This design comes from an exercise in tuning for small area, a short achievable clock period and few clock cycles per item on the open sky130 flow, not from production work.
In this exercise RTL edits were held to simulation tests only and were not proved equivalent to the original.

Setup of job 9270:
Design rsa_core, start of the top module:
module rsa_core (
    input  logic                   clk,
    input  logic                   reset,
    input  logic                   key_valid,
    output logic                   key_ready,
    input  logic [PRIME_WIDTH-1:0] p,
    input  logic [PRIME_WIDTH-1:0] q,
    output logic                   keys_ready,
    output logic [WORD_WIDTH-1:0]  modulus_out,
    output logic [WORD_WIDTH-1:0]  public_e,
    input  logic                   msg_valid,
    output logic                   msg_ready,
    input  logic [WORD_WIDTH-1:0]  msg,
    input  logic                   encrypt,
    output logic                   result_valid,
    input  logic                   result_ready,
    output logic [WORD_WIDTH-1:0]  result
);
clock: 110.0 ns
lec_check: 0
cap_margin: 20
core_margin: 2
core_utilization: 40
slew_margin: 20
synth_hierarchical: 1
synth_minimum_keep_size: 0
standard.sh (not shown) runs the stock make flow with config.mk's settings and CLKGATE_MAP_FILE= SYNTH_SCRIPT=/design/flow/synth_recipe.tcl, a recipe that flattens the netlist after the stock synthesis.
==> flow/flow/run.sh <==
#!/bin/bash
# The standard layout (the standard.sh, standard synthesis included), with
# a plain buffer on every port and the timing repair steps asked to leave
# extra setup slack, so that they work on the paths that set the achieved
# period. Constraints are unchanged.
set -euo pipefail
bash standard.sh SETUP_SLACK_MARGIN=87 "BUFFER_PORTS_ARGS=-buffer_cell sky130_fd_sc_hd__buf_2" finish > standard.log 2>&1
The final layout from job 9270, which completed every stage, passed the timing, design-rule and antenna checks at the end of the flow.
Testbench counts of job 9270, summed over its fixed seeds: cycles 13,334, items 1,024.
Modified inputs, job 143 compared to job 9270
==> flow/flow/run.sh <==
#!/bin/bash
# The standard layout (the standard.sh, standard synthesis included), with
# the timing repair steps asked to leave extra setup slack, so that they work
# on the paths that set the achieved period. Constraints are unchanged.
set -euo pipefail
bash standard.sh SETUP_SLACK_MARGIN=86.5 finish > standard.log 2>&1
Results
- Per the comparison of job 143 with job 9270, data arrival time at the worst-slack endpoint now larger; layout cell share with drive strength beyond 1 now smaller; final HPWL from detailed placement now larger.
- Job 143 ends up with lower register share of the cell area than job 9270 does.
- Job 143 against job 9270: hold buffer count at cts essentially unchanged, final period utilization increased 0.21 points, share of final layout cell area taken by non-clock buffers increased 0.92 points, worst setup slack decreased 0.23 ns, via count increased 130.

* * *

rsa_core, a different RTL version from the one above (not shown whole).
Size: roughly 180 flip-flops, ~90 I/O pins.
export LEC_CHECK = 0
export CAP_MARGIN = 20
export CORE_MARGIN = 2
export CORE_UTILIZATION = 40
export CTS_BUF_LIST = sky130_fd_sc_hd__clkbuf_4 sky130_fd_sc_hd__clkbuf_8
export SLEW_MARGIN = 20
export SYNTH_HIERARCHICAL = 1
export SYNTH_MINIMUM_KEEP_SIZE = 0
create_clock -name core_clock -period 110.0 [get_ports {clk}]
==> flow/flow/run.sh <==
#!/bin/bash
# The standard layout (the standard.sh, standard synthesis included), with
# a plain buffer on every port and the timing repair steps asked to leave
# extra setup slack, so that they work on the paths that set the achieved
# period. Constraints are unchanged.
set -euo pipefail
bash standard.sh SETUP_SLACK_MARGIN=87 "BUFFER_PORTS_ARGS=-buffer_cell sky130_fd_sc_hd__buf_2" finish > standard.log 2>&1
The first run went through all stages and came out clean.
Testbench counts at the start, summed over its fixed seeds: cycles 13,334, items 1,024.
Rerun with:
--- a/flow/flow/run.sh
+++ b/flow/flow/run.sh
@@ -7 +7 @@
-bash standard.sh SETUP_SLACK_MARGIN=87 "BUFFER_PORTS_ARGS=-buffer_cell sky130_fd_sc_hd__buf_2" finish > standard.log 2>&1
+bash standard.sh SETUP_SLACK_MARGIN=87.4 "BUFFER_PORTS_ARGS=-buffer_cell sky130_fd_sc_hd__buf_2" finish > standard.log 2>&1
Settings changed: CTS_BUF_LIST sky130_fd_sc_hd__clkbuf_4 sky130_fd_sc_hd__clkbuf_8 to unset.
Result: Count of clock-buffer cells in the layout fell by 5; register-to-register slack is better by 0.39 ns; die area stays the same; routed wire length barely changes; synthesized area is unchanged; design area grows by about 0.8%.

==> what the ideal ports hide <==
Ports are ideal in the flow. The routed layouts listed here were re-timed in OpenROAD.
Step 1 assumes that a clkbuf_16 drives the clock port and a buf_2 every other input.
Step 2 also shifts input and output timing later by t, the mid clock arrival at the registers, as if the neighbouring blocks saw the same clock.
a / b / c = no drivers / after step 1 / after step 2; a / b = the first two.
| run | t (ns) | slack for setup (ns) | clock arrival spread, ns | worst slew at a driven data input, ns |
|---|---|---|---|---|
| job 9270 | 0.502 | 86.776 / 86.728 / 86.817 | 0.010 / 0.010 | 0.06 |
| job 143 | 0.492 | 86.547 / 86.500 / 86.530 | 0.012 / 0.013 | 0.07 |
| the first run of note 2 | 0.530 | 86.872 / 86.830 / 86.723 | 0.021 / 0.021 | 0.05 |
| the second run of note 2 | 0.489 | 86.933 / 86.886 / 86.608 | 0.015 / 0.015 | 0.05 |
After both steps setup and hold are still met in every run listed. The setup slack of the second run of note 2, which loses most, moves by -0.047 ns with the drivers and by -0.325 ns with both steps.
